Source: an optimization exercise on an open RTL-to-GDS flow (aim: small area and a short achievable clock period). Production flows keep margins and buffers that such runs may drop. Where RTL was checked, it was by simulation tests only, not by an equivalence proof against the original. Function not checked in runs 1 and 2: the RTL went through the layout flow alone. The flow treats the clock pin as an ideal source, which a real chip does not have. Power and IR drop assume default switching activity.

## config.mk

```make
export PLATFORM = sky130hd
export DESIGN_NAME = tenc_bridge_top
export DESIGN_NICKNAME = tenc_bridge_top
export VERILOG_FILES = /design/flow/design.v
export SDC_FILE = /design/flow/constraint.sdc
export NUM_CORES = 4
export LEC_CHECK = 0
export CAP_MARGIN = 20
export CORE_MARGIN = 2
export CORE_UTILIZATION = 80
export CTS_CLUSTER_DIAMETER = 100
export CTS_CLUSTER_SIZE = 24
export SETUP_SLACK_MARGIN = 3.4
export SLEW_MARGIN = 20
```

## constraint.sdc

```tcl
create_clock -name core_clock -period 6.0 [get_ports {i_clk}]
set_input_delay 1.2000 -clock core_clock [delete_from_list [all_inputs] [get_ports {i_clk}]]
set_output_delay 1.2000 -clock core_clock [all_outputs]
set_load 0.01 [all_outputs]
```

## design.v

```verilog
package tenc_pkg;
    typedef struct packed {
        logic                          eof;
        logic                          bof;
        logic [2-1:0]   data;
    } in_sym_t;
    typedef struct packed {
        logic                          eof;
        logic                          bof;
        logic [6-1:0]   data;
    } res_word_t;
    typedef logic [10-1:0] blocksize_t;
    typedef logic [10-1:0] perm_p_t;
    typedef logic [12-1:0] perm_q_t;
    typedef logic [6-1:0] code_sel_t;
    typedef logic [32-1:0] wb_data_t;
endpackage
module sync_fifo #(
    parameter int  WIDTH     = 8,
    parameter int  ADDR_W    = 4,
    parameter int  LO_BITS   = 4,
    parameter bit  SPACED_POPS = 1'b0
) (
    input  logic     i_clk,
    input  logic     i_rst,
    input  logic     i_wr,
    input  logic     i_rd,
    input  logic [WIDTH-1:0] i_w_data,
    output logic [WIDTH-1:0] o_r_data,
    output logic     o_empty,
    output logic     o_empty_nxt,
    output logic     o_not_full
);
    localparam int DEPTH = 1 << ADDR_W;
    localparam int LO_W  = (ADDR_W >= LO_BITS) ? LO_BITS : ADDR_W;
    localparam int HI_W  = ADDR_W - LO_W;
    localparam int NLO   = 1 << LO_W;
    localparam int NHI   = 1 << HI_W;
    localparam logic [NLO-1:0] LO_FIRST_N = ~(NLO'(1));
    localparam logic [NHI-1:0] HI_FIRST_N = ~(NHI'(1));
    logic [DEPTH-1:0][WIDTH-1:0] mem;
    logic [WIDTH-1:0]  head;
    logic [WIDTH-1:0]  head_nxt;
    logic [WIDTH-1:0]  nxt;
    logic [NHI-1:0][WIDTH-1:0] grp_q;
    logic [WIDTH-1:0]  last_w;
    logic              was_one;
    logic [WIDTH-1:0]  r_out;
    logic [WIDTH-1:0]  out_nxt;
    logic [NLO-1:0]    rlo;
    logic [NHI-1:0]    rhi;
    logic              empty_q;
    logic              one_q;
    logic              nfull_q;
    logic              push;
    logic              pop;
    logic              inc;
    logic              dec;
    logic              empty_n;
    logic [NLO-1:0]    wlo;
    logic [NHI-1:0]    whi;
    logic [NLO-1:0]    wlo_n;
    logic [NHI-1:0]    whi_n;
    logic [NHI-1:0][WIDTH-1:0] grp;
    logic              two;
    logic              f_last;
    logic [NHI-1:0]    rhi_up;
    logic [NHI-1:0]    rhi_dn;
    logic [WIDTH-1:0]  rd_word;
    assign push = i_wr & nfull_q;
    assign pop  = i_rd & ~empty_q;
    assign inc  = push & ~pop;
    assign dec  = pop & ~push;
    assign empty_n = inc ? 1'b0 : (dec ? one_q : empty_q);
    always_ff @(posedge i_clk)
    begin
        for (int k = 0; k < DEPTH; k++)
        begin
            if (whi[k / NLO] & wlo[k % NLO])
            begin
                mem[k] <= i_w_data;
            end
        end
    end
    always_comb
    begin
        for (int h = 0; h < NHI; h++)
        begin
            grp[h] = '0;
            for (int l = 0; l < NLO; l++)
            begin
                grp[h] = grp[h] | (mem[h * NLO + l] & {WIDTH{rlo[l]}});
            end
        end
    end
    generate
        if (SPACED_POPS)
        begin : g_prefetch
            always_ff @(posedge i_clk)
            begin
                grp_q   <= grp;
                last_w  <= i_w_data;
                was_one <= one_q;
            end
            always_comb
            begin
                rd_word = '0;
                for (int h = 0; h < NHI; h++)
                begin
                    rd_word = rd_word | (grp_q[h] & {WIDTH{rhi[h]}});
                end
                nxt = was_one ? last_w : rd_word;
            end
        end
        else
        begin : g_direct
            always_comb
            begin
                rd_word = '0;
                for (int h = 0; h < NHI; h++)
                begin
                    rd_word = rd_word | (grp[h] & {WIDTH{rhi[h]}});
                end
                nxt = rd_word;
            end
        end
    endgenerate
    assign head_nxt = (empty_q | (pop & one_q)) ? i_w_data : (pop ? nxt : head);
    assign out_nxt = pop ? (one_q ? i_w_data : nxt) : (empty_q ? i_w_data : head);
    always_ff @(posedge i_clk)
    begin
        head  <= head_nxt;
        r_out <= out_nxt;
    end
    assign wlo = ~wlo_n;
    assign whi = ~whi_n;
    assign rhi_up = rlo[NLO-1] ? ((rhi << 1) | (rhi >> (NHI - 1))) : rhi;
    assign rhi_dn = (rlo[0] | rlo[1]) ? ((rhi >> 1) | (rhi << (NHI - 1))) : rhi;
    assign two    = (|(wlo & ((rlo << 1) | (rlo >> (NLO - 1))))) & (|(whi & rhi_up));
    assign f_last = (|(wlo & ((rlo >> 2) | (rlo << (NLO - 2))))) & (|(whi & rhi_dn));
    always_ff @(posedge i_clk)
    begin
        if (i_rst)
        begin
            wlo_n   <= LO_FIRST_N;
            whi_n   <= HI_FIRST_N;
            rlo     <= NLO'(2);
            rhi     <= NHI'(1);
            empty_q <= 1'b1;
            one_q   <= 1'b0;
            nfull_q <= 1'b1;
        end
        else
        begin
            if (push)
            begin
                wlo_n <= (wlo_n << 1) | (wlo_n >> (NLO - 1));
                if (~wlo_n[NLO-1])
                begin
                    whi_n <= (whi_n << 1) | (whi_n >> (NHI - 1));
                end
            end
            if (pop)
            begin
                rlo <= (rlo << 1) | (rlo >> (NLO - 1));
                if (rlo[NLO-1])
                begin
                    rhi <= (rhi << 1) | (rhi >> (NHI - 1));
                end
            end
            empty_q <= empty_n;
            one_q   <= inc ? empty_q : (dec ? two : one_q);
            nfull_q <= inc ? ~f_last : (dec ? 1'b1 : nfull_q);
        end
    end
    assign o_r_data    = r_out;
    assign o_empty     = empty_q;
    assign o_empty_nxt = i_rst | empty_n;
    assign o_not_full  = nfull_q;
endmodule
module wb_regs
(
    input  logic      i_clk,
    input  logic      i_rst,
    input  logic      i_wb_cyc,
    input  logic      i_wb_stb,
    input  logic      i_wb_we,
    input  tenc_pkg::wb_data_t  i_wb_dat,
    output logic      o_wb_ack,
    output tenc_pkg::wb_data_t  o_wb_dat,
    output logic      o_rx_push,
    output tenc_pkg::in_sym_t   o_rx_sym,
    input  logic      i_rx_empty,
    input  logic      i_rx_empty_nxt,
    input  logic      i_enc_ready,
    output logic      o_enc_valid,
    output logic      o_rx_pop,
    output logic      o_tx_pop,
    input  tenc_pkg::res_word_t i_tx_head,
    input  logic      i_tx_empty,
    input  logic      i_res_eof_accepted
);
    localparam int PUSH_BIT = 15;
    localparam int RDEN_BIT = 13;
    localparam int EOF_BIT  = 7;
    localparam int BOF_BIT  = 6;
    localparam int AVAIL_BIT = 15;
    localparam int ALIVE_BIT = 14;
    logic     req;
    logic     ack;
    logic     rd_en;
    logic     drain;
    logic     drain_n;
    logic     enc_valid;
    logic     readable;
    tenc_pkg::wb_data_t rdata;
    assign req = i_wb_cyc & i_wb_stb;
    assign o_rx_push = req & ~ack & i_wb_we & i_wb_dat[PUSH_BIT];
    assign o_rx_sym.eof  = i_wb_dat[EOF_BIT];
    assign o_rx_sym.bof  = i_wb_dat[BOF_BIT];
    assign o_rx_sym.data = i_wb_dat[1:0];
    assign o_tx_pop = req & ack & rd_en;
    assign o_rx_pop = enc_valid & i_enc_ready;
    always_ff @(posedge i_clk)
    begin
        if (i_rst)
        begin
            ack <= 1'b0;
        end
        else
        begin
            ack <= req & ~ack;
        end
    end
    always_ff @(posedge i_clk)
    begin
        if (i_rst)
        begin
            rd_en <= 1'b0;
        end
        else if (req & ack)
        begin
            rd_en <= i_wb_dat[RDEN_BIT];
        end
    end
    assign drain_n = (o_rx_push & i_wb_dat[EOF_BIT]) | (drain & ~i_rx_empty);
    always_ff @(posedge i_clk)
    begin
        if (i_rst)
        begin
            drain     <= 1'b0;
            enc_valid <= 1'b0;
        end
        else
        begin
            drain     <= drain_n;
            enc_valid <= drain_n & ~i_rx_empty_nxt;
        end
    end
    always_ff @(posedge i_clk)
    begin
        if (i_rst)
        begin
            readable <= 1'b0;
        end
        else if (i_res_eof_accepted)
        begin
            readable <= 1'b1;
        end
        else if (i_tx_empty)
        begin
            readable <= 1'b0;
        end
    end
    always_comb
    begin
        rdata            = '0;
        rdata[AVAIL_BIT] = readable;
        rdata[ALIVE_BIT] = 1'b1;
        rdata[7:0]       = i_tx_head;
    end
    assign o_wb_ack    = ack;
    assign o_wb_dat    = rdata;
    assign o_enc_valid = enc_valid;
endmodule
module code_param_rom
(
    input  logic       i_clk,
    input  logic       i_rst,
    input  tenc_pkg::code_sel_t  i_sel,
    output tenc_pkg::blocksize_t o_blocksize,
    output tenc_pkg::perm_p_t    o_p,
    output tenc_pkg::perm_q_t    o_q0,
    output tenc_pkg::perm_q_t    o_q1,
    output tenc_pkg::perm_q_t    o_q2,
    output tenc_pkg::perm_q_t    o_q3
);
    typedef struct packed {
        tenc_pkg::blocksize_t blocksize;
        tenc_pkg::perm_p_t    p;
        tenc_pkg::perm_q_t    q0;
        tenc_pkg::perm_q_t    q1;
        tenc_pkg::perm_q_t    q2;
        tenc_pkg::perm_q_t    q3;
    } code_entry_t;
    code_entry_t entry;
    function automatic code_entry_t lookup(input tenc_pkg::code_sel_t sel);
        code_entry_t e;
        case (sel)
            6'd0:        e = {10'd14,  10'd9,  12'd3, 12'd11, 12'd51,  12'd19};
            6'd1:        e = {10'd38,  10'd17, 12'd3, 12'd23, 12'd63,  12'd11};
            6'd2:        e = {10'd51,  10'd23, 12'd3, 12'd23, 12'd107, 12'd107};
            6'd3:        e = {10'd55,  10'd23, 12'd3, 12'd43, 12'd131, 12'd115};
            6'd4, 6'd33: e = {10'd59,  10'd23, 12'd3, 12'd11, 12'd23,  12'd219};
            6'd5:        e = {10'd62,  10'd23, 12'd3, 12'd35, 12'd63,  12'd63};
            6'd6:        e = {10'd69,  10'd25, 12'd3, 12'd7,  12'd111, 12'd103};
            6'd7:        e = {10'd84,  10'd23, 12'd3, 12'd7,  12'd83,  12'd71};
            6'd8:        e = {10'd85,  10'd23, 12'd3, 12'd55, 12'd255, 12'd215};
            6'd9:        e = {10'd93,  10'd25, 12'd3, 12'd31, 12'd111, 12'd107};
            6'd10:       e = {10'd96,  10'd25, 12'd3, 12'd11, 12'd103, 12'd107};
            6'd11:       e = {10'd100, 10'd23, 12'd3, 12'd35, 12'd131, 12'd127};
            6'd12:       e = {10'd108, 10'd29, 12'd3, 12'd19, 12'd123, 12'd123};
            6'd13:       e = {10'd115, 10'd29, 12'd3, 12'd23, 12'd239, 12'd239};
            6'd14:       e = {10'd123, 10'd31, 12'd3, 12'd15, 12'd7,   12'd3};
            6'd15:       e = {10'd128, 10'd31, 12'd3, 12'd7,  12'd135, 12'd131};
            6'd16:       e = {10'd130, 10'd31, 12'd3, 12'd7,  12'd11,  12'd3};
            6'd17:       e = {10'd144, 10'd31, 12'd3, 12'd3,  12'd3,   12'd3};
            6'd18:       e = {10'd170, 10'd33, 12'd3, 12'd63, 12'd523, 12'd515};
            6'd19:       e = {10'd175, 10'd37, 12'd3, 12'd11, 12'd3,   12'd11};
            6'd20:       e = {10'd188, 10'd37, 12'd3, 12'd15, 12'd167, 12'd159};
            6'd21:       e = {10'd192, 10'd37, 12'd3, 12'd7,  12'd183, 12'd123};
            6'd22:       e = {10'd194, 10'd39, 12'd3, 12'd3,  12'd319, 12'd319};
            6'd23:       e = {10'd256, 10'd45, 12'd3, 12'd7,  12'd199, 12'd183};
            6'd24:       e = {10'd264, 10'd43, 12'd3, 12'd3,  12'd27,  12'd11};
            6'd25:       e = {10'd298, 10'd49, 12'd3, 12'd15, 12'd23,  12'd3};
            6'd26:       e = {10'd307, 10'd49, 12'd3, 12'd27, 12'd3,   12'd7};
            6'd27:       e = {10'd333, 10'd49, 12'd3, 12'd23, 12'd3,   12'd23};
            6'd28:       e = {10'd355, 10'd53, 12'd3, 12'd19, 12'd239, 12'd223};
            6'd29:       e = {10'd400, 10'd53, 12'd3, 12'd43, 12'd243, 12'd219};
            6'd30:       e = {10'd438, 10'd59, 12'd3, 12'd7,  12'd247, 12'd243};
            6'd31:       e = {10'd444, 10'd59, 12'd3, 12'd35, 12'd731, 12'd715};
            6'd32:       e = {10'd539, 10'd65, 12'd3, 12'd15, 12'd31,  12'd3};
            default:     e = '0;
        endcase
        lookup = e;
    endfunction
    always_ff @(posedge i_clk)
    begin
        if (i_rst)
        begin
            entry <= '0;
        end
        else
        begin
            entry <= lookup(i_sel);
        end
    end
    assign o_blocksize = entry.blocksize;
    assign o_p         = entry.p;
    assign o_q0        = entry.q0;
    assign o_q1        = entry.q1;
    assign o_q2        = entry.q2;
    assign o_q3        = entry.q3;
endmodule
module tenc_bridge_top
(
    input  logic       i_clk,
    input  logic       i_rst,
    input  logic       i_wb_cyc,
    input  logic       i_wb_stb,
    input  logic       i_wb_we,
    input  tenc_pkg::wb_data_t   i_wb_dat,
    output logic       o_wb_ack,
    output tenc_pkg::wb_data_t   o_wb_dat,
    input  tenc_pkg::code_sel_t  i_param_sel,
    output logic       o_enc_valid,
    input  logic       i_enc_ready,
    output tenc_pkg::in_sym_t    o_enc_sym,
    input  logic       i_res_valid,
    output logic       o_res_ready,
    input  tenc_pkg::res_word_t  i_res_word,
    output tenc_pkg::blocksize_t o_blocksize,
    output tenc_pkg::perm_p_t    o_p,
    output tenc_pkg::perm_q_t    o_q0,
    output tenc_pkg::perm_q_t    o_q1,
    output tenc_pkg::perm_q_t    o_q2,
    output tenc_pkg::perm_q_t    o_q3
);
    logic      rx_push;
    tenc_pkg::in_sym_t   rx_sym;
    logic      rx_pop;
    logic      rx_empty;
    logic      rx_empty_nxt;
    logic      tx_push;
    logic      tx_pop;
    logic      tx_not_full;
    logic      tx_empty;
    tenc_pkg::res_word_t tx_head;
    logic      res_eof_accepted;
    assign o_res_ready      = tx_not_full;
    assign tx_push          = i_res_valid & tx_not_full;
    assign res_eof_accepted = tx_push & i_res_word.eof;
    wb_regs u_regs (
        .i_clk              (i_clk),
        .i_rst              (i_rst),
        .i_wb_cyc           (i_wb_cyc),
        .i_wb_stb           (i_wb_stb),
        .i_wb_we            (i_wb_we),
        .i_wb_dat           (i_wb_dat),
        .o_wb_ack           (o_wb_ack),
        .o_wb_dat           (o_wb_dat),
        .o_rx_push          (rx_push),
        .o_rx_sym           (rx_sym),
        .i_rx_empty         (rx_empty),
        .i_rx_empty_nxt     (rx_empty_nxt),
        .i_enc_ready        (i_enc_ready),
        .o_enc_valid        (o_enc_valid),
        .o_rx_pop           (rx_pop),
        .o_tx_pop           (tx_pop),
        .i_tx_head          (tx_head),
        .i_tx_empty         (tx_empty),
        .i_res_eof_accepted (res_eof_accepted)
    );
    sync_fifo #(
        .WIDTH     (2 + 2),
        .ADDR_W    (4)
    ) u_rx_fifo (
        .i_clk    (i_clk),
        .i_rst    (i_rst),
        .i_wr     (rx_push),
        .i_rd     (rx_pop),
        .i_w_data (rx_sym),
        .o_r_data (o_enc_sym),
        .o_empty  (rx_empty),
        .o_empty_nxt (rx_empty_nxt),
        .o_not_full  ()
    );
    sync_fifo #(
        .WIDTH     (6 + 2),
        .ADDR_W    (8),
        .LO_BITS   (5),
        .SPACED_POPS (1'b1)
    ) u_tx_fifo (
        .i_clk    (i_clk),
        .i_rst    (i_rst),
        .i_wr     (tx_push),
        .i_rd     (tx_pop),
        .i_w_data (i_res_word),
        .o_r_data (tx_head),
        .o_empty  (tx_empty),
        .o_empty_nxt (),
        .o_not_full  (tx_not_full)
    );
    code_param_rom u_rom (
        .i_clk       (i_clk),
        .i_rst       (i_rst),
        .i_sel       (i_param_sel),
        .o_blocksize (o_blocksize),
        .o_p         (o_p),
        .o_q0        (o_q0),
        .o_q1        (o_q1),
        .o_q2        (o_q2),
        .o_q3        (o_q3)
    );
endmodule
```

## flow/run.sh

```bash
#!/bin/bash
# Layout flow: the standard flow (standard.sh) with different tool options
# for the port buffers and the clock tree. Each ORFS step keeps its own log
# under orfs/logs/; the make output goes to standard_flow.log here.
set -e
cp standard.sh standard_sh_used.txt
# Port buffers: a regular buffer instead of the default pick (a delay cell)
export BUFFER_PORTS_ARGS="-buffer_cell sky130_fd_sc_hd__buf_4"
# Clock tree: larger sink clusters and no dummy loads
export CTS_ARGS="-sink_clustering_enable -repair_clock_nets -sink_clustering_size 24 -sink_clustering_max_diameter 100 -dont_use_dummy_load"
bash standard.sh finish > standard_flow.log 2>&1
```

## standard.sh

```bash
#!/bin/bash
# synth_recipe.tcl (not shown) runs the flow's synth.tcl, then flattens the netlist and writes it again
# the make line also repeats each setting of config.mk as NAME=value (left out here)
make -C /OpenROAD-flow-scripts/flow DESIGN_CONFIG=/design/flow/config.mk WORK_HOME=/design/flow/orfs CLKGATE_MAP_FILE= SYNTH_SCRIPT=/design/flow/synth_recipe.tcl "${@:-finish}"
```

==> impl_metrics.ini, run 1 <==
[worst_setup_path]
slowest_stage = or4_1
critPathCaptureType = register
worstSetupPathType = register to register
cp_max_fo = 31
cp_top_family = simple AND/OR/NAND/NOR gates
crit_chain = buf_6, a22o_1, a221oi_1, nand3_1, or4_1
slowest_delay_ns = 0.64
crit_required_ns = 6.64
path_buf_inv = 1
start_kind = register
cp.arrival_ns = 3.33

[cts]
cts.reportedPaths.clkPinSlew_ns = 0.10
cts-root-buf = clkbuf_16
ctsLongestPathBuffers = 3
cts_tree = done
h-tree-depth = 3
cts_hold_buf = 0
cts_sinks = 2366
cts_made_buffers = 108
worstSkewPairLatency_ns = 0.79

[die]
dieArea_um2 = 110900
core_um2 = 107200
initial_core_util = 0.8077
die_y_um = 333
io_pins = 160
die_w_um = 333
rows = 120

[power_and_ir_drop]
seq_power_share = 0.677
power_frac_comb = 0.032
swShare = 0.2073
cellPowerDensity_nw_per_um2 = 297.6
power.leakage_nw = 28.56
power.total_mw = 27.23
power_switching_mw = 5.646
clockPowerShare = 0.291
intPower_mw = 21.59
ir_worst_vdd_uv = 431.2

[synthesis]
synth_warnings = 4
synth.cells.most_frequent = 2,124 x edfxtp_1, 805 x a22oi_1, 308 x nor2_1, 242 x dfxtp_1, 218 x nand2_1
synth_area_um2 = 86590
synth-main-ff-cell = edfxtp_1
ys_seq_elements = 2366
synth_area_per_cell_um2 = 16.38
yosysMostFrequentCell = edfxtp_1
ys_async_sr_fraction = 0
synthCells = 5287
synth-edff-count = 2124
synth_top_area_frac = 0.7366
ys_seq_area_frac = 0.7925
yosysTopAreaCell = edfxtp_1
synth_cell_types = 61
ys_top_cells_by_area = edfxtp_1 74%, a22oi_1 7.0%, dfxtp_1 5.6%, a22o_1 1.5%, a221oi_1 1.5%

[global_routing]
grt_max_degree = 161
grt.total_usage = 0.4946
grt.overflow.total = 0
grt_pass1_wl_um = 379700
grt_pass1_vias = 52520
grt_antenna_before_repair = 24

[final_layout]
drive_gt1_frac = 0.08354
area_growth_pct = 5.674
fillers = 4634
finalCoreUtilization = 0.8536
final_nets = 5273

[place]
port_buffers = 87
gp_congestion = 0.9633
hpwlAfterDp_um = 151500

[sta]
relSlewSlack = 0.07752
rsz0062_at_grt = false
fin_crit_sh = 0.4478
worstMarginPinSlew_ns = 1.382
hold_viol_final = 0
fin_tns_setup_ns = 0
setup_viol = 0
slew_violations = 0
final.min_clock_period_ns = 2.687
fin_skew_ns = 0.06438
max_freq_mhz = 372.2

[detailed_routing]
first_pass_iters = 14
route.detailed.drc = 0
drt-wirelength-per-cell_um = 41.94
vias = 56200
finalWirelength_um = 278100
drt-initial-drc-count = 13720
antenna_left = 0
via_per_inst = 8.474

[flow_run]
max_cap_violations = 0

[hold_path]
min_path_type = register to register

[status]
status = timing/DRC/antenna clean
## worst min-delay path, cell delays in order, from the launching register on
cell     delay, ns
dfxtp_1       0.33
nand2_1       0.06
a21oi_1       0.05
## cells by family after synthesis
group	synth area share
AO/OA/AOI/OAI	0.1210
multiplexers	0.002586
XOR/XNOR	0.0001012
other	0.00008673
adder cells (fa/ha/maj)	0.001705
AND/OR/NAND/NOR	0.05533
buffers and inverters	0.02664
flip-flops	0.7925
## power by group through the flow
stage / Combinational, mW / Clock, mW / Sequential [mW]
after global routing: 0.891 / 8.23 / 18.4
after CTS: 0.815 / 7.77 / 18.4
after detailed placement: 0.810 / 0 / 18.8
after floorplan: 0.375 / 0 / 18.7
after global placement: 0.778 / 0 / 18.8
final: 0.869 / 7.93 / 18.4
## per-stage QoR
stage / cell area (um2) / hold slack (ns) / setup slack [ns] / instances
floorplan: 86810 / 0.3890 / 3.290 / 5331
global placement: 88040 / 0.4573 / 2.166 / 6469
detailed placement: 88150 / 0.4663 / 2.156 / 6475
CTS: 91130 / 0.4864 / 3.405 / 6596
global route: 91460 / 0.5113 / 3.386 / 6612
finish: 91510 / 0.4855 / 3.313 / 6632
## layer usage
metal	wire length, um	global-route usage
met5	370	0.01086
met4	22030	0.2827
met3	55900	0.2080
met2	117700	0.6981
met1	82100	0.6563
## path summary, 6_finish.rpt
path	from	endpoint	slack, ns	cells past startpoint
worst max-delay path	u_tx_fifo.rlo[26]	u_tx_fifo.grp_q[50]	3.31	5
worst min-delay path	u_rx_fifo.wlo_n[15]	u_rx_fifo.wlo_n[0]	0.49	2
worst max register to register	u_tx_fifo.rlo[26]	u_tx_fifo.grp_q[50]	3.31	5
worst min register to register	u_rx_fifo.wlo_n[15]	u_rx_fifo.wlo_n[0]	0.49	2
## cells in the final DEF, fill, tap and decap left out, types with 22 or more instances in the layout
master        n
dfxtp_4      32
conb_1       46
or4_1        60
a22o_1      152
clkbuf_16   108
buf_4       148
nand2b_1     37
nand2_1     217
edfxtp_1   2124
buf_6        28
o22ai_1      22
dfxtp_1     196
diode_2      22
nor2_2       34
a221oi_1    142
nand4_1     140
a22oi_1     805
nor2_1      274
nand3_1     175
inv_1        53
o21ai_0      48
o211ai_1     27
a21oi_1     105
## layout make-up
type                            count  area [um2]  share of cell area
Timing Repair inverter              4       20.02           0.0002188
Sequential cell                  2366       68760              0.7515
Timing Repair Buffer              205        1972             0.02155
Tap cell                         1403        1755             0.01918
Clock buffer                      108        2703             0.02953
Inverter                           62       254.0            0.002776
Multi-Input combinational cell   2462       15980              0.1747
Antenna cell                       22       55.05           0.0006016
## registers in the layout, summed over array words and instances, names as in the netlist, 4 cells and up
name and cells:
u_tx_fifo.mem 2048, u_rx_fifo.mem 64, u_tx_fifo.grp_q 64, u_rom.entry 34, u_tx_fifo.rlo 32, u_tx_fifo.wlo_n 32
u_rx_fifo.rlo 16, u_rx_fifo.wlo_n 16, u_tx_fifo.head 8, u_tx_fifo.last_w 8, u_tx_fifo.r_out 8, u_tx_fifo.rhi 8
u_tx_fifo.whi_n 8, u_rx_fifo.head 4, u_rx_fifo.r_out 4
## timing repair
item | CTS | global route
cloned | 3 | 1
endpoints found under the setup margin | 41 | 21
pin swaps | 1 | 0
resized for setup | 21 | 21
buffers inserted | 10 | 8
==> inputs of run 2 (changes only) <==
--- a/design.v
+++ b/design.v
@@ -47,5 +47,4 @@
     logic              was_one;
     logic [WIDTH-1:0]  r_out;
-    logic [WIDTH-1:0]  out_nxt;
     logic [NLO-1:0]    rlo;
     logic [NHI-1:0]    rhi;
@@ -127,9 +126,8 @@
     endgenerate
     assign head_nxt = (empty_q | (pop & one_q)) ? i_w_data : (pop ? nxt : head);
-    assign out_nxt = pop ? (one_q ? i_w_data : nxt) : (empty_q ? i_w_data : head);
     always_ff @(posedge i_clk)
     begin
         head  <= head_nxt;
-        r_out <= out_nxt;
+        r_out <= head_nxt;
     end
     assign wlo = ~wlo_n;
==> run.sh (new file) <==
#!/bin/bash
# synth_recipe.tcl (not shown) runs the flow's synth.tcl, then flattens the netlist and writes it again
# the make line also repeats each setting of config.mk as NAME=value (left out here)
make -C /OpenROAD-flow-scripts/flow DESIGN_CONFIG=/design/flow/config.mk WORK_HOME=/design/flow/orfs CLKGATE_MAP_FILE= SYNTH_SCRIPT=/design/flow/synth_recipe.tcl finish
--- a/config.mk
+++ b/config.mk
@@ -8,5 +8,5 @@
 export CAP_MARGIN = 20
 export CORE_MARGIN = 2
-export CORE_UTILIZATION = 80
+export CORE_UTILIZATION = 65
 export CTS_CLUSTER_DIAMETER = 100
 export CTS_CLUSTER_SIZE = 24
removed: flow/run.sh
removed: standard.sh
==> run 2 against run 1 <==
  * Still clean on timing, DRC and antenna
  * Utilization shrank 15 points
  * Wire length shrank 1.1%
  * Combinational power increased by 8.7%
  * Critical path depth shrank 4
  * Flip-flop and latch count shrank 12
  * Critical endpoint is now o_wb_dat[4]
  * Largest power group unchanged
==> impl_metrics.ini, run 2 <==
[die]
io_pins = 160
initial_core_util = 0.6554
die_w_um = 368.3
core_um2 = 131600
dieArea_um2 = 135600
die_y_um = 368.3
rows = 133

[cts]
h-tree-depth = 3
cts_made_buffers = 108
cts_tree = done
cts-root-buf = clkbuf_16
worstSkewPairLatency_ns = 0.79
cts_sinks = 2354
cts.reportedPaths.clkPinSlew_ns = 0.10
ctsLongestPathBuffers = 3
cts_hold_buf = 0

[hold_path]
min_from = u_tx_fifo.one_q
min_path_type = register to register

[final_layout]
largest-register = u_tx_fifo.mem
largest_reg_flops = 2048
area_growth_pct = 7.196
drive_gt1_frac = 0.09141
reg.largest.list = u_tx_fifo.mem x2048, u_rx_fifo.mem x64, u_tx_fifo.grp_q x64
final_nets = 5253
finalCoreUtilization = 0.7025
final_common_cell = edfxtp_1
final_cell_mix = 2,124 x edfxtp_1, 820 x a22oi_1, 266 x nor2_1

[worst_setup_path]
timing.rr.start = u_tx_fifo.rlo[18]
cp_top_family = flip-flops
slowest_stage = edfxtp_1
worstSetupStartpoint = u_tx_fifo.r_out[4]
critPathCaptureType = primary output
worstSetupPathType = register to primary output
crit_required_ns = 4.80
slowest_delay_ns = 0.56
path_buf_inv = 1
crit_chain = buf_2
start_kind = register
cp.arrival_ns = 1.56
cp_max_fo = 1

[global_routing]
grt_pass1_wl_um = 378100
grt_max_degree = 185
grt.overflow.total = 0
grt_antenna_before_repair = 12
grt.total_usage = 0.4023
grt_pass1_vias = 48930

[sta]
fin_crit_sh = 0.4596
fin_tns_setup_ns = 0
fin_skew_ns = 0.03235
worstMarginPinSlew_ns = 1.389
hold_viol_final = 0
slew_violations = 0
max_freq_mhz = 362.6
final.min_clock_period_ns = 2.757
relSlewSlack = 0.07289
setup_viol = 0
rsz0062_at_grt = true

[detailed_routing]
via_per_inst = 7.491
route.detailed.drc = 0
drt-initial-drc-count = 9917
finalWirelength_um = 274900
drt-wirelength-per-cell_um = 39.11
first_pass_iters = 8
antenna_left = 0
vias = 52650

[place]
gp_congestion = 0.9332
port_buffers = 87
hpwlAfterDp_um = 156900

[synthesis]
yosysMostFrequentCell = edfxtp_1
synthCells = 5207
ys_top_cells_by_area = edfxtp_1 74%, a22oi_1 7.1%, dfxtp_1 5.3%, a22o_1 1.5%, nor2_1 1.3%
ys_seq_elements = 2354
synth_area_per_cell_um2 = 16.57
ys_seq_area_frac = 0.7927
synth_area_um2 = 86260
synth_cell_types = 66
synth_top_area_frac = 0.7394
synth-main-ff-cell = edfxtp_1
synth-edff-count = 2124
ys_async_sr_fraction = 0
synth_warnings = 4
synth.cells.most_frequent = 2,124 x edfxtp_1, 820 x a22oi_1, 310 x nor2_1, 230 x dfxtp_1, 171 x clkbuf_1
yosysTopAreaCell = edfxtp_1

[flow_run]
max_cap_violations = 0

[power_and_ir_drop]
power.leakage_nw = 28.95
ir_worst_vdd_uv = 361.1
cellPowerDensity_nw_per_um2 = 299.2

[status]
status = timing/DRC/antenna clean
==> run 2: changes by cell type after synthesis, sizes merged, moves of 19 or more <==
cell,previous run,this run
nand2,218,151
a211o,8,57
o211ai,27,3
nand2b,37,18
nand3,176,148
and3,4,34
==> run 2: metrics by stage <==
| stage | cell area [um2] | total power, mW | std cells | worst slack [ns] | hold WS, ns |
|---|---|---|---|---|---|
| floorplan | 86450 | 18.94 | 5251 | 3.392 | 0.3510 |
| global placement | 88860 | 19.51 | 6806 | 1.922 | 0.3726 |
| detailed placement | 88990 | 19.55 | 6813 | 1.931 | 0.3655 |
| CTS | 92210 | 27.58 | 7017 | 3.189 | 0.3836 |
| global route | 92470 | 28.21 | 7028 | 3.217 | 0.3960 |
| finish | 92470 | 27.67 | 7029 | 3.243 | 0.3864 |
==> run 2: area by class of cell <==
| type | count | area [um2] |
|---|---|---|
| diodes | 1 | 2.502 |
| clock buffers | 187 | 3042 |
| clock inverters | 7 | 76.32 |
| fillers | 8648 | 39160 |
| inverters | 69 | 265.3 |
| multi-input cells | 2391 | 15950 |
| flip-flops and latches | 2354 | 68520 |
| well taps | 1755 | 2196 |
| repair buffers | 265 | 2420 |
==> run 2: logic make-up (layout without fill, tap and decap cells) <==
kind of cell / Yosys count / in the layout / synth area share
buf+inv: 507 / 528 / 0.02664
fa+ha+maj: 11 / 11 / 0.001595
simple gates: 914 / 915 / 0.05175
other cells: 2 / 47 / 0.00008706
flops: 2354 / 2354 / 0.7927
compound gates: 1407 / 1407 / 0.1258
mux: 12 / 12 / 0.001421
==> run 2: path summary, 6_finish.rpt <==
path / cells past startpoint / endpoint / slack (ns)
worst min-delay path: 0 / u_tx_fifo.was_one / 0.39
worst max register to register: 5 / u_tx_fifo.grp_q[15] / 3.32
worst max-delay path: 1 / o_wb_dat[4] / 3.24
worst min register to register: 0 / u_tx_fifo.was_one / 0.39
==> run 2: layer usage <==
layer | global-route usage | part of all wire | up-vias | routed length, um
met4 | 0.1647 | 0.050 | 14 | 13820
met5 | 0 | 0.00035 | - | 97
met1 | 0.5721 | 0.36 | 26630 | 97840
met3 | 0.09908 | 0.14 | 749 | 39350
li1 | - | - | 20830 | -
met2 | 0.6053 | 0.45 | 4423 | 123800
==> run 2: what timing repair did <==
action | in CTS | in global routing
setup endpoints to repair | 167 | 42
pin swaps | 1 | 3
gates cloned | 0 | 3
setup buffers | 10 | 4
hold endpoints to repair | 0 | 0
resized for setup | 184 | 28
==> run 2: where the power goes <==
part,internal [mW],switching [mW],leakage (nW),total [mW]
logic,0.184,0.761,6.33,0.945
registers,18.1,0.144,21.1,18.3
clock network,3.49,4.97,1.48,8.45
total,21.8,5.87,29.0,27.7
==> inputs of run 3 (changes only) <==
--- a/design.v
+++ b/design.v
@@ -47,4 +47,5 @@
     logic              was_one;
     logic [WIDTH-1:0]  r_out;
+    logic [WIDTH-1:0]  out_nxt;
     logic [NLO-1:0]    rlo;
     logic [NHI-1:0]    rhi;
@@ -126,8 +127,9 @@
     endgenerate
     assign head_nxt = (empty_q | (pop & one_q)) ? i_w_data : (pop ? nxt : head);
+    assign out_nxt = pop ? (one_q ? i_w_data : nxt) : (empty_q ? i_w_data : head);
     always_ff @(posedge i_clk)
     begin
         head  <= head_nxt;
-        r_out <= head_nxt;
+        r_out <= out_nxt;
     end
     assign wlo = ~wlo_n;
@@ -177,4 +179,86 @@
     assign o_not_full  = nfull_q;
 endmodule
+module sync_fifo_bin #(
+    parameter int  WIDTH     = 4,
+    parameter int  ADDR_W    = 4
+) (
+    input  logic     i_clk,
+    input  logic     i_rst,
+    input  logic     i_wr,
+    input  logic     i_rd,
+    input  logic [WIDTH-1:0] i_w_data,
+    output logic [WIDTH-1:0] o_r_data,
+    output logic     o_empty,
+    output logic     o_empty_nxt,
+    output logic     o_not_full
+);
+    localparam int DEPTH = 1 << ADDR_W;
+    logic [DEPTH-1:0][WIDTH-1:0] mem;
+    logic [WIDTH-1:0]  head;
+    logic [WIDTH-1:0]  head_nxt;
+    logic [WIDTH-1:0]  out_nxt;
+    logic [WIDTH-1:0]  r_out;
+    logic [ADDR_W-1:0] wp;
+    logic [ADDR_W-1:0] rp;
+    logic              empty_q;
+    logic              one_q;
+    logic              nfull_q;
+    logic              push;
+    logic              pop;
+    logic              inc;
+    logic              dec;
+    logic              empty_n;
+    logic              two;
+    logic              f_last;
+    logic [WIDTH-1:0]  rd_word;
+    assign push = i_wr & nfull_q;
+    assign pop  = i_rd & ~empty_q;
+    assign inc  = push & ~pop;
+    assign dec  = pop & ~push;
+    assign empty_n = inc ? 1'b0 : (dec ? one_q : empty_q);
+    always_ff @(posedge i_clk)
+    begin
+        mem[wp] <= i_w_data;
+    end
+    assign rd_word  = mem[rp];
+    assign head_nxt = (empty_q | (pop & one_q)) ? i_w_data : (pop ? rd_word : head);
+    assign out_nxt  = pop ? (one_q ? i_w_data : rd_word) : (empty_q ? i_w_data : head);
+    always_ff @(posedge i_clk)
+    begin
+        head  <= head_nxt;
+        r_out <= out_nxt;
+    end
+    assign two    = (wp == rp + 1'b1);
+    assign f_last = (wp == rp - 2'd2);
+    always_ff @(posedge i_clk)
+    begin
+        if (i_rst)
+        begin
+            wp      <= '0;
+            rp      <= ADDR_W'(1);
+            empty_q <= 1'b1;
+            one_q   <= 1'b0;
+            nfull_q <= 1'b1;
+        end
+        else
+        begin
+            if (push)
+            begin
+                wp <= wp + 1'b1;
+            end
+            if (pop)
+            begin
+                rp <= rp + 1'b1;
+            end
+            empty_q <= empty_n;
+            one_q   <= inc ? empty_q : (dec ? two : one_q);
+            nfull_q <= inc ? ~f_last : (dec ? 1'b1 : nfull_q);
+        end
+    end
+    assign o_r_data    = r_out;
+    assign o_empty     = empty_q;
+    assign o_empty_nxt = i_rst | empty_n;
+    assign o_not_full  = nfull_q;
+endmodule
 module wb_regs
 (
@@ -420,5 +504,5 @@
         .i_res_eof_accepted (res_eof_accepted)
     );
-    sync_fifo #(
+    sync_fifo_bin #(
         .WIDTH     (2 + 2),
         .ADDR_W    (4)
@@ -437,5 +521,5 @@
         .WIDTH     (6 + 2),
         .ADDR_W    (8),
-        .LO_BITS   (5),
+        .LO_BITS   (4),
         .SPACED_POPS (1'b1)
     ) u_tx_fifo (
==> flow/run.sh (new file) <==
#!/bin/bash
# Layout flow: the standard flow (standard.sh) with different tool options
# for the port buffers and the clock tree. Each ORFS step keeps its own log
# under orfs/logs/; the make output goes to standard_flow.log here.
set -e
cp standard.sh standard_sh_used.txt
# Port buffers: a regular buffer instead of the default pick (a delay cell)
export BUFFER_PORTS_ARGS="-buffer_cell sky130_fd_sc_hd__buf_4"
# Clock tree: larger sink clusters and no dummy loads
export CTS_ARGS="-sink_clustering_enable -repair_clock_nets -sink_clustering_size 24 -sink_clustering_max_diameter 100 -dont_use_dummy_load"
bash standard.sh finish > standard_flow.log 2>&1
==> standard.sh (new file) <==
#!/bin/bash
# synth_recipe.tcl (not shown) runs the flow's synth.tcl, then flattens the netlist and writes it again
# the make line also repeats each setting of config.mk as NAME=value (left out here)
make -C /OpenROAD-flow-scripts/flow DESIGN_CONFIG=/design/flow/config.mk WORK_HOME=/design/flow/orfs CLKGATE_MAP_FILE= SYNTH_SCRIPT=/design/flow/synth_recipe.tcl "${@:-finish}"
--- a/config.mk
+++ b/config.mk
@@ -8,7 +8,7 @@
 export CAP_MARGIN = 20
 export CORE_MARGIN = 2
-export CORE_UTILIZATION = 65
+export CORE_UTILIZATION = 50
 export CTS_CLUSTER_DIAMETER = 100
 export CTS_CLUSTER_SIZE = 24
-export SETUP_SLACK_MARGIN = 3.4
+export SETUP_SLACK_MARGIN = 3.7
 export SLEW_MARGIN = 20
removed: run.sh
==> run 3 against run 2 <==
  * Clock skew increased by 0.052 ns
  * Still clean on timing, DRC and antenna
  * Via count down 6.1%
  * Wire length fell by 7.7%
  * First-iteration DRC count is 29% lower
  * Global-route usage shrank 12 points
  * Critical path depth is the same
  * Synthesized area up 0.85%
==> impl_metrics.ini, run 3 <==
[final_layout]
seq_area_um2 = 68650
final_cell_mix = 2,060 x edfxtp_1, 542 x a22o_1, 530 x a221oi_1
final_common_cell = edfxtp_1
final_nets = 5118
fillers = 13720
drive_gt1_frac = 0.1061
multi_input_area_um2 = 16990
largest_reg_flops = 2048
largest-register = u_tx_fifo.mem
area_growth_pct = 7.469
reg.largest.list = u_tx_fifo.mem x2048, u_tx_fifo.grp_q x128, u_rx_fifo.mem x64

[worst_setup_path]
path_buf_inv = 1
start_kind = register
cp_max_fo = 9
worstSetupPathType = register to primary output
critPathCaptureType = primary output
cp.arrival_ns = 1.33
slowest_stage = dfxtp_4
crit_required_ns = 4.80
cp_top_family = flip-flops
crit_chain = buf_4
slowest_delay_ns = 0.38

[die]
die_w_um = 421.1
initial_core_util = 0.5016
dieArea_um2 = 177300
die_y_um = 421.1
rows = 153
io_pins = 160
core_um2 = 173400

[synthesis]
synth.cells.most_frequent = 2,060 x edfxtp_1, 548 x a221oi_1, 544 x a22o_1, 330 x dfxtp_1, 308 x clkbuf_1
ys_seq_area_frac = 0.7870
synth_area_per_cell_um2 = 16.90
synth_warnings = 4
synth_cell_types = 63
synth-edff-count = 2060
synth_top_area_frac = 0.7110
synth_area_um2 = 87000
synthCells = 5148
ys_seq_elements = 2390
ys_async_sr_fraction = 0
ys_top_cells_by_area = edfxtp_1 71%, dfxtp_1 7.6%, a221oi_1 5.5%, a22o_1 5.5%, clkbuf_1 1.3%
yosysTopAreaCell = edfxtp_1
synth-main-ff-cell = edfxtp_1
yosysMostFrequentCell = edfxtp_1

[power_and_ir_drop]
intPower_mw = 21.80
ir_worst_vdd_uv = 272.7
power_frac_comb = 0.032
power.total_mw = 27.63
clockPowerShare = 0.296
power_switching_mw = 5.823
cellPowerDensity_nw_per_um2 = 295.5
swShare = 0.2108
power.leakage_nw = 29.15
seq_power_share = 0.672

[cts]
h-tree-depth = 3
cts-root-buf = clkbuf_16
ctsLongestPathBuffers = 3
cts.reportedPaths.clkPinSlew_ns = 0.10
cts_made_buffers = 110
cts_sinks = 2390
worstSkewPairLatency_ns = 0.81
cts_tree = done

[sta]
relSlewSlack = 0.1679
setup_viol = 0
rsz0062_at_grt = true
final.min_clock_period_ns = 2.527
fin_skew_ns = 0.08451
hold_viol_final = 0
fin_tns_setup_ns = 0
max_freq_mhz = 395.7
fin_crit_sh = 0.4212
worstMarginPinSlew_ns = 1.248
slew_violations = 0

[global_routing]
grt_antenna_before_repair = 5
grt.overflow.total = 0
grt_pass1_wl_um = 355200
grt_max_degree = 149
grt.total_usage = 0.2792
grt_pass1_vias = 46580

[detailed_routing]
first_pass_iters = 6
drt-wirelength-per-cell_um = 34.43
antenna_left = 0
route.detailed.drc = 0
drt-initial-drc-count = 7073
via_per_inst = 6.709
vias = 49450
finalWirelength_um = 253800

[place]
gp_congestion = 0.8677
hpwlAfterDp_um = 138300
port_buffers = 87

[status]
status = timing/DRC/antenna clean

[hold_path]
min_path_type = register to register

[flow_run]
max_cap_violations = 0
==> run 3: repair_timing <==
action | CTS | global route
hold buffers | 0 | 0
pin swaps | 8 | 6
hold endpoints to repair | 0 | 0
buffers inserted | 13 | 20
cloned | 1 | 0
gates resized for setup | 139 | 52
setup endpoints to repair | 234 | 152
==> run 3: layout make-up <==
type / instances / share of cell area
clock buffer: 110 / 0.02944
tap: 2325 / 0.03111
timing repair inverter: 1 / 0.00008030
inverter: 27 / 0.001365
sequential: 2390 / 0.7342
multi-input combinational: 2325 / 0.1817
antenna: 2 / 0.00005353
timing repair buffer: 191 / 0.02195
==> run 3: power groups by stage <==
stage	clock network [mW]	logic [mW]	registers (mW)
final	8.18	0.885	18.6
after global routing	8.78	0.944	18.6
after CTS	8.23	0.877	18.5
after detailed placement	0	0.858	18.9
after global placement	0	0.837	18.9
after floorplan	0	0.427	18.8
==> run 3: kinds of logic after synthesis <==
logic type / after synthesis / share of synthesized area
flip-flops: 2390 / 0.7870
XOR/XNOR: 17 / 0.001712
multiplexers: 94 / 0.01362
AND/OR/NAND/NOR: 783 / 0.04141
AO/OA/AOI/OAI: 1366 / 0.1296
adder cells (fa/ha/maj): 19 / 0.002733
buffers and inverters: 477 / 0.02387
other: 2 / 0.00008632
==> run 3: per-layer routing <==
| metal | wire length (um) | track usage | part of all wire | vias up |
|---|---|---|---|---|
| li1 | - | - | - | 20570 |
| met3 | 25270 | 0.04935 | 0.10 | 405 |
| met4 | 8250 | 0.08339 | 0.033 | 6 |
| met5 | 41 | 0 | 0.00016 | - |
| met2 | 118700 | 0.4430 | 0.47 | 2696 |
| met1 | 101600 | 0.3973 | 0.40 | 25780 |
==> run 3: final timing paths <==
path / endpoint / slack, ns / start / cells past startpoint
min reg2reg: u_tx_fifo.grp_q[79] / 0.45 / u_tx_fifo.mem[1167] / 2
max: o_p[0] / 3.47 / u_rom.entry[48] / 1
min: u_tx_fifo.grp_q[79] / 0.45 / u_tx_fifo.mem[1167] / 2
max reg2reg: u_tx_fifo.one_q / 3.53 / u_tx_fifo.wlo_n[4] / 5
==> run 3: per-stage QoR <==
| step | instances | util | setup WS, ns | hold WS (ns) | instance area (um2) |
|---|---|---|---|---|---|
| global route | 7369 | 0.5390 | 3.416 | 0.4729 | 93490 |
| CTS | 7343 | 0.5370 | 3.417 | 0.4534 | 93130 |
| floorplan | 5192 | - | 3.017 | 0.3727 | 87380 |
| finish | 7371 | 0.5391 | 3.473 | 0.4527 | 93490 |
| global placement | 7217 | 0.5170 | 2.353 | 0.4303 | 89660 |
| detailed placement | 7219 | 0.5172 | 2.311 | 0.4429 | 89700 |
==> inputs of run 4 (changes only) <==
--- a/config.mk
+++ b/config.mk
@@ -8,5 +8,5 @@
 export CAP_MARGIN = 20
 export CORE_MARGIN = 2
-export CORE_UTILIZATION = 50
+export CORE_UTILIZATION = 60
 export CTS_CLUSTER_DIAMETER = 100
 export CTS_CLUSTER_SIZE = 24
==> run 4 against run 3 <==
  * Clock skew fell by 0.034 ns
  * Total power fell by 0.32%
  * Critical path depth rose by 4
  * Cell count fell by 6.1%
  * Synthesized cell count did not move
  * Combinational power rose by 2%
  * Global-route usage rose by 5.7 points
  * Still clean
  * Wire length fell by 0.86%
  * Flip-flop and latch count did not move
  * Largest power group unchanged
  * Sequential share of layout area rose by 0.47 points
  * Fmax rose by 2.1%
==> impl_metrics.ini, run 4 <==
[status]
status = timing/DRC/antenna clean

[sta]
max_freq_mhz = 404.1
worstMarginPinSlew_ns = 1.203
fin_skew_ns = 0.05020
relSlewSlack = 0.1953
fin_tns_setup_ns = 0
final.min_clock_period_ns = 2.474
hold_slack_ns = 0.4599
fin_crit_sh = 0.4124
rsz0062_at_grt = true
setup_viol = 0
slew_violations = 0
hold_viol_final = 0

[die]
die_w_um = 384.8
io_pins = 160
die_y_um = 384.8
core_um2 = 143800
initial_core_util = 0.6049
rows = 139
dieArea_um2 = 148100

[final_layout]
area_growth_pct = 6.785
final_common_cell = edfxtp_1
reg.largest.list = u_tx_fifo.mem x2048, u_tx_fifo.grp_q x128, u_rx_fifo.mem x64
largest_reg_flops = 2048
drive_gt1_frac = 0.09831
final_nets = 5089
largest-register = u_tx_fifo.mem
final_cell_mix = 2,060 x edfxtp_1, 543 x a22o_1, 525 x a221oi_1

[synthesis]
synth-main-ff-cell = edfxtp_1
synthXorXnorAreaFrac = 0.001711
synth_cell_types = 63
synth_compound_area_frac = 0.1296
synth_area_per_cell_um2 = 16.90
ys_seq_area_frac = 0.7870
muxShareOfSynthArea = 0.01362
yosysTopAreaCell = edfxtp_1
synth.cells.most_frequent = 2,060 x edfxtp_1, 548 x a221oi_1, 544 x a22o_1, 330 x dfxtp_1, 308 x clkbuf_1
ys_async_sr_fraction = 0
synthCells = 5148
synth_top_family_by_area = compound AO/OA/AOI/OAI gates
yosysMostFrequentCell = edfxtp_1
synth_area_um2 = 87000
ys_seq_elements = 2390
synth_top_area_frac = 0.7110
synth_fa_ha_area_frac = 0.002733
synth_warnings = 4
ys_top_cells_by_area = edfxtp_1 71%, dfxtp_1 7.6%, a221oi_1 5.5%, a22o_1 5.5%, clkbuf_1 1.3%
synth-edff-count = 2060
synth_simple_gate_area_share = 0.04141

[detailed_routing]
first_pass_iters = 6
route.detailed.drc = 0
drt-wirelength-per-cell_um = 36.37
finalWirelength_um = 251600
drt-initial-drc-count = 7007
vias = 49930
antenna_left = 0
via_per_inst = 7.216

[cts]
cts_sinks = 2390
cts_hold_buf = 0
h-tree-depth = 3
worstSkewPairLatency_ns = 0.78
cts-root-buf = clkbuf_16
cts_tree = done
cts.reportedPaths.clkPinSlew_ns = 0.11
ctsLongestPathBuffers = 3
cts_made_buffers = 109

[place]
port_buffers = 87
gp_congestion = 0.8935
hpwlAfterDp_um = 134100

[global_routing]
grt.overflow.total = 0
grt.total_usage = 0.3358
use_met2 = 0.5138
grt_pass1_wl_um = 351300
grtUsageMet1 = 0.4978
grt_pass1_vias = 46280
grt_antenna_before_repair = 4
grt_max_degree = 153
grt_use_met3 = 0.05654
grt-busiest-layer = met2

[worst_setup_path]
cp.arrival_ns = 3.07
cp_max_fo = 20
crit_required_ns = 6.60
start_kind = register
worstSetupPathType = register to register
critPathCaptureType = register

[hold_path]
min_path_type = register to register

[power_and_ir_drop]
power.leakage_nw = 29.08
cellPowerDensity_nw_per_um2 = 296.4
ir_worst_vdd_uv = 235.0

[flow_run]
max_cap_violations = 0
-- run 4: power breakdown --
group | leakage (nW) | switching [mW] | total [mW] | internal [mW]
clock network | 1.34 | 4.84 | 8.08 | 3.24
registers | 21.4 | 0.226 | 18.6 | 18.3
logic | 6.35 | 0.694 | 0.904 | 0.210
total | 29.1 | 5.76 | 27.5 | 21.8
-- run 4: worst max-delay path: stages (launching register included) --
cell and delay, ns:
dfxtp_2 1.13, nor2b_1 0.09, a2111oi_0 0.50, nand4_1 0.25, nor4_1 0.27, nor4_1 0.10
-- run 4: path summary, 6_finish.rpt --
path	startpoint	end	slack (ns)	depth (start not counted)
max	u_tx_fifo.wlo_n[2]	u_tx_fifo.one_q	3.53	5
max reg2reg	u_tx_fifo.wlo_n[2]	u_tx_fifo.one_q	3.53	5
min reg2reg	u_rx_fifo.mem[30]	u_rx_fifo.mem[30]	0.46	2
min	u_rx_fifo.mem[30]	u_rx_fifo.mem[30]	0.46	2
-- run 4: per-layer routing --
metal | share of wire | vias to the layer above | wire (um)
li1 | - | 20520 | -
met1 | 0.40 | 26050 | 101000
met2 | 0.46 | 2951 | 116100
met3 | 0.10 | 413 | 25700
met4 | 0.035 | 2 | 8737
met5 | 0.000052 | - | 13
-- run 4: final cells by class --
class / count / area (um2)
Antenna cell: 1 / 2.502
Clock buffer: 109 / 2728
Fill cell: 10090 / 50930
Inverter: 27 / 126.4
Multi-Input combinational cell: 2325 / 17000
Sequential cell: 2390 / 68650
Tap cell: 1903 / 2381
Timing Repair Buffer: 164 / 2016
-- run 4: cells by family (layout without fill, tap and decap cells) --
kind of cell | after synthesis | in the layout
AO/OA/AOI/OAI | 1366 | 1366
adder cells (fa/ha/maj) | 19 | 19
multiplexers | 94 | 94
buffers and inverters | 477 | 300
XOR/XNOR | 17 | 17
flip-flops | 2390 | 2390
other | 2 | 47
AND/OR/NAND/NOR | 783 | 783
-- run 4: through the flow --
| stage | area [um2] | setup WS, ns | instances | util | power [mW] |
|---|---|---|---|---|---|
| 2_1_floorplan | 87380 | 3.017 | 5192 | - | 19.20 |
| 3_3_place_gp | 89110 | 2.378 | 6786 | 0.6196 | 19.76 |
| 3_5_place_dp | 89130 | 2.381 | 6787 | 0.6197 | 19.79 |
| 4_1_cts | 92670 | 3.492 | 6912 | 0.6443 | 27.54 |
| 5_1_grt | 92900 | 3.486 | 6918 | 0.6459 | 28.16 |
| 6_report | 92900 | 3.526 | 6919 | 0.6459 | 27.54 |
-- run 4: what timing repair did --
item | CTS | global route
endpoints found under the setup margin | 191 | 106
setup buffers | 13 | 4
pin swaps | 9 | 5
cloned | 3 | 1
resized for setup | 147 | 45
==> inputs of run 5 (changes only) <==
==> flow/run.sh (replaced) <==
#!/bin/bash
# Layout flow: the standard flow (standard.sh) with different tool options
# for the port buffers, the clock tree and net fanout. Each ORFS step keeps
# its own log under orfs/logs/; the make output goes to standard_flow.log here.
set -e
cp standard.sh standard_sh_used.txt
# Port buffers: a regular buffer instead of the default pick (a delay cell)
export BUFFER_PORTS_ARGS="-buffer_cell sky130_fd_sc_hd__buf_4"
# Clock tree: larger sink clusters and no dummy loads
export CTS_ARGS="-sink_clustering_enable -repair_clock_nets -sink_clustering_size 24 -sink_clustering_max_diameter 100 -dont_use_dummy_load"
# Fanout cap before each step that repairs the design
export PRE_GLOBAL_PLACE_TCL="$PWD/flow/fanout.tcl"
export PRE_RESIZE_TCL="$PWD/flow/fanout.tcl"
export PRE_CTS_TCL="$PWD/flow/fanout.tcl"
export PRE_GLOBAL_ROUTE_TCL="$PWD/flow/fanout.tcl"
bash standard.sh finish > standard_flow.log 2>&1
==> flow/fanout.tcl (new file) <==
# Cap signal fanout so the repair steps split the wide write-data and
# pointer nets into smaller nets
set_max_fanout 40 [current_design]
--- a/config.mk
+++ b/config.mk
@@ -11,4 +11,4 @@
 export CTS_CLUSTER_DIAMETER = 100
 export CTS_CLUSTER_SIZE = 24
-export SETUP_SLACK_MARGIN = 3.7
+export SETUP_SLACK_MARGIN = 4.0
 export SLEW_MARGIN = 20
==> run 5 against run 4 <==
  * Highest routed layer unchanged
  * Clock power is 0.5% lower
  * Fmax is 0.95% lower
  * Combinational power grew 2%
  * Largest power group unchanged
  * Critical path depth fell by 4
==> impl_metrics.ini, run 5 <==
[status]
status = timing/DRC/antenna clean

[sta]
relSlewSlack = 0.1977
rsz0062_at_grt = true
max_freq_mhz = 400.3
setup_viol = 0
worstMarginPinSlew_ns = 1.199
fin_tns_setup_ns = 0
slew_violations = 0
fin_crit_sh = 0.4164
hold_viol_final = 0
final.min_clock_period_ns = 2.498
fin_skew_ns = 0.05967

[place]
place_area_um2 = 89800
hpwlAfterDp_um = 147000
port_buffers = 87
gp_congestion = 0.9128

[power_and_ir_drop]
ir_worst_vdd_uv = 304.3
power.leakage_nw = 29.87
power.total_mw = 27.54
cellPowerDensity_nw_per_um2 = 291.1

[synthesis]
muxShareOfSynthArea = 0.01362
synth_cell_types = 63
yosysMostFrequentCell = edfxtp_1
synth_simple_gate_area_share = 0.04141
synth_compound_area_frac = 0.1296
yosysTopAreaCell = edfxtp_1
ys_async_sr_fraction = 0
synthCells = 5148
ys_seq_area_frac = 0.7870
synth_top_family_by_area = compound AO/OA/AOI/OAI gates
synth_top_area_frac = 0.7110
synth_area_per_cell_um2 = 16.90
ys_seq_elements = 2390
synth_fa_ha_area_frac = 0.002733
synthXorXnorAreaFrac = 0.001711
synth-edff-count = 2060
synth_area_um2 = 87000
synth-main-ff-cell = edfxtp_1
synth.cells.most_frequent = 2,060 x edfxtp_1, 548 x a221oi_1, 544 x a22o_1, 330 x dfxtp_1, 308 x clkbuf_1
ys_top_cells_by_area = edfxtp_1 71%, dfxtp_1 7.6%, a221oi_1 5.5%, a22o_1 5.5%, clkbuf_1 1.3%
synth_warnings = 4

[die]
initial_core_util = 0.6049
rows = 139
die_y_um = 384.8
core_um2 = 143800
die_w_um = 384.8
dieArea_um2 = 148100
io_pins = 160

[final_layout]
final_cell_mix = 2,060 x edfxtp_1, 532 x a22o_1, 505 x a221oi_1
reg.largest.list = u_tx_fifo.mem x2048, u_tx_fifo.grp_q x128, u_rx_fifo.mem x64
area_growth_pct = 8.733
largest_reg_flops = 2048
final_nets = 5206
n_antenna_cell = 0
drive_gt1_frac = 0.1428
final_common_cell = edfxtp_1
largest-register = u_tx_fifo.mem
final_cell_area_um2 = 94590

[worst_setup_path]
crit_required_ns = 4.80
slowest_delay_ns = 0.43
start_kind = register
slowest_stage = dfxtp_4
critPathCaptureType = primary output
cp_max_fo = 2
worstSetupStartpoint = u_tx_fifo.nfull_q
path_buf_inv = 1
worstSetupPathType = register to primary output
cp_top_family = flip-flops
cp.arrival_ns = 1.30
crit_chain = buf_6
timing.rr.start = u_tx_fifo.whi_n[9]

[hold_path]
min_from = u_rx_fifo.mem[31]
min_path_type = register to register

[detailed_routing]
via_per_inst = 7.133
antenna_left = 0
finalWirelength_um = 249300
drt-wirelength-per-cell_um = 35.44
drt-initial-drc-count = 6278
first_pass_iters = 6
vias = 50180
route.detailed.drc = 0

[global_routing]
grt_max_degree = 41
grt_antenna_before_repair = 6
grt.overflow.total = 0
grt.total_usage = 0.3320
grt_pass1_wl_um = 348800
grt_pass1_vias = 47050

[cts]
cts_made_buffers = 109
cts.reportedPaths.clkPinSlew_ns = 0.10
worstSkewPairLatency_ns = 0.78
cts_sinks = 2390
cts_tree = done

[flow_run]
max_cap_violations = 0
==> run 5: cell types whose count changed in the layout (fill, tap and decap cells not counted), moves of 11 or more <==
cell	previous run	this run
a221oi_1	525	505
a22o_1	543	532
buf_4	62	137
buf_6	61	106
nand2_1	204	190
nand2_2	3	16
nor2_1	288	239
nor2_2	10	56
o21ai_0	73	48
o21ai_1	5	29
==> run 5: metrics by stage <==
step           hold slack [ns]  worst slack (ns)    util  cells
2_1_floorplan           0.3723             3.018       -   5192
3_3_place_gp            0.4300             2.339  0.6242   6887
3_5_place_dp            0.4425             2.282  0.6243   6888
4_1_cts                 0.4642             3.474  0.6531   7016
5_1_grt                 0.4933             3.476  0.6577   7035
6_report                0.4586             3.502  0.6577   7035
==> run 5: path summary, 6_finish.rpt <==
check | slack (ns) | cells past startpoint | end
setup / recovery | 3.50 | 1 | o_res_ready
hold / removal | 0.46 | 2 | u_rx_fifo.mem[31]
setup reg to reg | 3.66 | 4 | u_tx_fifo.one_q
hold reg to reg | 0.46 | 2 | u_rx_fifo.mem[31]
==> run 5: layout make-up <==
class                           count  area [um2]
Inverter                           27       128.9
Fill cell                        9957       49230
Multi-Input combinational cell   2326       17750
Tap cell                         1903        2381
Sequential cell                  2390       68660
Timing Repair Buffer              280        2945
Clock buffer                      109        2728
==> run 5: worst min-delay path, stage by stage (launching register included) <==
cell and delay (ns):
dfxtp_1 0.33, nand2_1 0.04, o21ai_0 0.06
==> run 5: routing by layer <==
metal	vias up	global-route usage	share of wire
met5	-	0	0.00011
met1	26090	0.4789	0.40
met4	4	0.1114	0.039
met3	466	0.05847	0.10
li1	20770	-	-
met2	2844	0.5189	0.46
==> run 5: logic make-up after synthesis <==
family / Yosys count
XOR/XNOR: 17
buffers and inverters: 477
AND/OR/NAND/NOR: 783
adder cells (fa/ha/maj): 19
multiplexers: 94
flip-flops: 2390
AO/OA/AOI/OAI: 1366
other: 2
==> run 5: repair_timing <==
item / 4_1_cts / 5_1_grt
setup buffers: 18 / 15
gates resized for setup: 338 / 130
pin swaps: 37 / 43
gates cloned: 1 / 4
hold buffers: 0 / 0
setup endpoints to repair: 1069 / 600
==> run 5: where the power goes <==
part	total [mW]	internal (mW)	switching [mW]
clock network	8.04	3.24	4.80
registers	18.6	18.3	0.262
logic	0.919	0.242	0.677
total	27.5	21.8	5.74
==> inputs of run 6 (changes only) <==
--- a/config.mk
+++ b/config.mk
@@ -11,4 +11,4 @@
 export CTS_CLUSTER_DIAMETER = 100
 export CTS_CLUSTER_SIZE = 24
-export SETUP_SLACK_MARGIN = 4.0
+export SETUP_SLACK_MARGIN = 3.7
 export SLEW_MARGIN = 20
==> run 6 against run 5 <==
  * Register-to-register slack worse by 0.10 ns
  * Cell area down 1.5%
  * First-iteration DRC count up 8.4%
  * Clock power about the same
  * Wire length down 0.94%
  * Critical path depth unchanged
  * Global-route usage down 0.10 points
  * Total power down 0.15%
==> impl_metrics.ini, run 6 <==
[status]
status = timing/DRC/antenna clean

[synthesis]
synth_area_per_cell_um2 = 16.90
yosysMostFrequentCell = edfxtp_1
synthXorXnorAreaFrac = 0.001711
synth_compound_area_frac = 0.1296
synth.cells.most_frequent = 2,060 x edfxtp_1, 548 x a221oi_1, 544 x a22o_1, 330 x dfxtp_1, 308 x clkbuf_1
synth_area_um2 = 87000
synth_cell_types = 63
synth_warnings = 4
synth_top_family_by_area = compound AO/OA/AOI/OAI gates
ys_seq_elements = 2390
synthCells = 5148
synth-main-ff-cell = edfxtp_1
synth_simple_gate_area_share = 0.04141
synth-edff-count = 2060
ys_async_sr_fraction = 0
ys_seq_area_frac = 0.7870
ys_top_cells_by_area = edfxtp_1 71%, dfxtp_1 7.6%, a221oi_1 5.5%, a22o_1 5.5%, clkbuf_1 1.3%
muxShareOfSynthArea = 0.01362
synth_fa_ha_area_frac = 0.002733
yosysTopAreaCell = edfxtp_1
synth_top_area_frac = 0.7110

[die]
initial_core_util = 0.6049
die_w_um = 384.8
io_pins = 160
core_um2 = 143800
rows = 139
die_y_um = 384.8
dieArea_um2 = 148100

[sta]
setup_viol = 0
slew_violations = 0
worstMarginPinSlew_ns = 1.224
hold_viol_final = 0
relSlewSlack = 0.1839
fin_skew_ns = 0.04001
fin_tns_setup_ns = 0
max_freq_mhz = 407.4
fin_crit_sh = 0.4091
rsz0062_at_grt = true
final.min_clock_period_ns = 2.455

[cts]
cts.reportedPaths.clkPinSlew_ns = 0.10
cts_made_buffers = 109
cts_sinks = 2390
worstSkewPairLatency_ns = 0.76
cts_tree = done
cts_hold_buf = 0

[worst_setup_path]
worstSetupPathType = register to primary output
cp.arrival_ns = 1.25
cp_top_family = flip-flops
start_kind = register
slowest_stage = dfxtp_4
crit_chain = buf_6
cp_max_fo = 4
path_buf_inv = 1
critPathCaptureType = primary output
slowest_delay_ns = 0.39
crit_required_ns = 4.80

[place]
hpwlAfterDp_um = 145000
gp_congestion = 0.9007
port_buffers = 87

[global_routing]
grt_pass1_vias = 46930
grt_antenna_before_repair = 10
grt.total_usage = 0.3310
grt_pass1_wl_um = 348300
grt_max_degree = 41
grt.overflow.total = 0

[flow_run]
max_cap_violations = 0

[final_layout]
drive_gt1_frac = 0.1153
reg.largest.list = u_tx_fifo.mem x2048, u_tx_fifo.grp_q x128, u_rx_fifo.mem x64
largest_reg_flops = 2048
final_common_cell = edfxtp_1
area_growth_pct = 7.100
final_nets = 5190
final_cell_mix = 2,060 x edfxtp_1, 539 x a22o_1, 530 x a221oi_1
largest-register = u_tx_fifo.mem

[power_and_ir_drop]
power.leakage_nw = 29.43
ir_worst_vdd_uv = 280.5
cellPowerDensity_nw_per_um2 = 295.1
power.total_mw = 27.50

[detailed_routing]
finalWirelength_um = 247000
via_per_inst = 7.091
route.detailed.drc = 0
first_pass_iters = 6
vias = 49780
antenna_left = 0
drt-initial-drc-count = 6804
drt-wirelength-per-cell_um = 35.18

[hold_path]
min_path_type = register to register
[run 6: cell counts after synthesis]
Identical to the previous run, type by type.
[run 6: worst paths after layout]
kind                      startpoint           endpoint  slack, ns  depth (start not counted)
hold / removal     u_rx_fifo.mem[12]  u_rx_fifo.mem[12]       0.46                          2
setup / recovery   u_tx_fifo.nfull_q        o_res_ready       3.55                          1
setup reg to reg  u_tx_fifo.wlo_n[8]    u_tx_fifo.one_q       3.56                          5
hold reg to reg    u_rx_fifo.mem[12]  u_rx_fifo.mem[12]       0.46                          2
[run 6: logic make-up (layout without fill, tap and decap cells)]
group | count (synthesis) | count (layout)
and+or+nand+nor | 783 | 783
adders and majority gates | 19 | 19
other | 2 | 47
muxes | 94 | 94
xor gates and xnor gates | 17 | 17
AOI/OAI and AO/OA | 1366 | 1366
buffers and inverters | 477 | 401
DFF | 2390 | 2390
[run 6: layout make-up]
| cell class | instances | area, um2 |
|---|---|---|
| timing repair buffer | 264 | 2260 |
| fill | 10100 | 50650 |
| sequential | 2390 | 68600 |
| tap | 1903 | 2381 |
| clock buffer | 109 | 2728 |
| timing repair inverter | 1 | 5.005 |
| inverter | 27 | 130.1 |
| multi-input combinational | 2325 | 17070 |
| antenna | 1 | 2.502 |
[run 6: per-layer routing]
layer / vias up / GRT usage / wire [um]
li1: 20700 / - / -
met1: 25960 / 0.4833 / 99490
met2: 2771 / 0.5166 / 115200
met3: 336 / 0.06101 / 25330
met4: 12 / 0.09433 / 6941
met5: - / 0 / 64
[run 6: where the power goes]
part	internal (mW)	switching (mW)	total, mW
Clock	3.24	4.80	8.04
Combinational	0.218	0.637	0.855
Sequential	18.3	0.277	18.6
[run 6: through the flow]
| step | worst slack [ns] | cells | utilization | area [um2] | hold slack (ns) |
|---|---|---|---|---|---|
| 4_1_cts | 3.495 | 7012 | 0.6459 | 92900 | 0.4659 |
| 5_1_grt | 3.497 | 7019 | 0.6478 | 93170 | 0.4953 |
| 6_report | 3.545 | 7020 | 0.6478 | 93170 | 0.4624 |
| 2_1_floorplan | 3.017 | 5192 | - | 87380 | 0.3727 |
| 3_3_place_gp | 2.231 | 6893 | 0.6229 | 89590 | 0.4329 |
| 3_5_place_dp | 2.288 | 6895 | 0.6232 | 89630 | 0.4443 |
[run 6: what timing repair did]
item	in CTS	in global routing
resized for setup	146	55
gates cloned	1	0
hold endpoints to repair	0	0
buffers inserted	7	2
endpoints found under the setup margin	234	197
pin swaps	7	8

separate check: timing with driven ports:
The flow's constraints put no driver on any port. The routed layouts listed below were extracted and timed again, unchanged, in two steps. Step 1: set_driving_cell puts a clkbuf_16 on i_clk and a buf_2 on each other input, an assumption about the parent block. Step 2 moves the port delays by t, midway between the first and last clock arrival at a register: inputs arrive t later, outputs are due t later. That takes back most of the time a late clock gives input paths. a / b / c = ideal / step 1 / step 2; a / b = the first two.
| run | shift t [ns] | slack for setup (ns) | worst setup path after step 2 | latest minus earliest clock arrival (ns) | worst slew at a driven data input, ns |
|---|---|---|---|---|---|
| run 1 | 0.842 | 3.313 / 3.313 / 2.720 | input to register | 0.069 / 0.070 | 0.04 |
| run 2 | 0.857 | 3.243 / 3.155 / 2.663 | input to register | 0.034 / 0.034 | 0.15 |
| run 3 | 0.858 | 3.473 / 3.384 / 2.832 | input to register | 0.088 / 0.088 | 0.05 |
| run 4 | 0.834 | 3.526 / 3.450 / 2.856 | input to register | 0.062 / 0.062 | 0.05 |
| run 5 | 0.834 | 3.502 / 3.414 / 2.853 | input to register | 0.069 / 0.069 | 0.08 |
| run 6 | 0.824 | 3.545 / 3.463 / 2.823 | input to register | 0.044 / 0.044 | 0.07 |
After both steps every run listed still meets setup and hold. The setup slack of run 6, which loses most, moves by -0.082 ns with the drivers and by -0.722 ns with both steps.
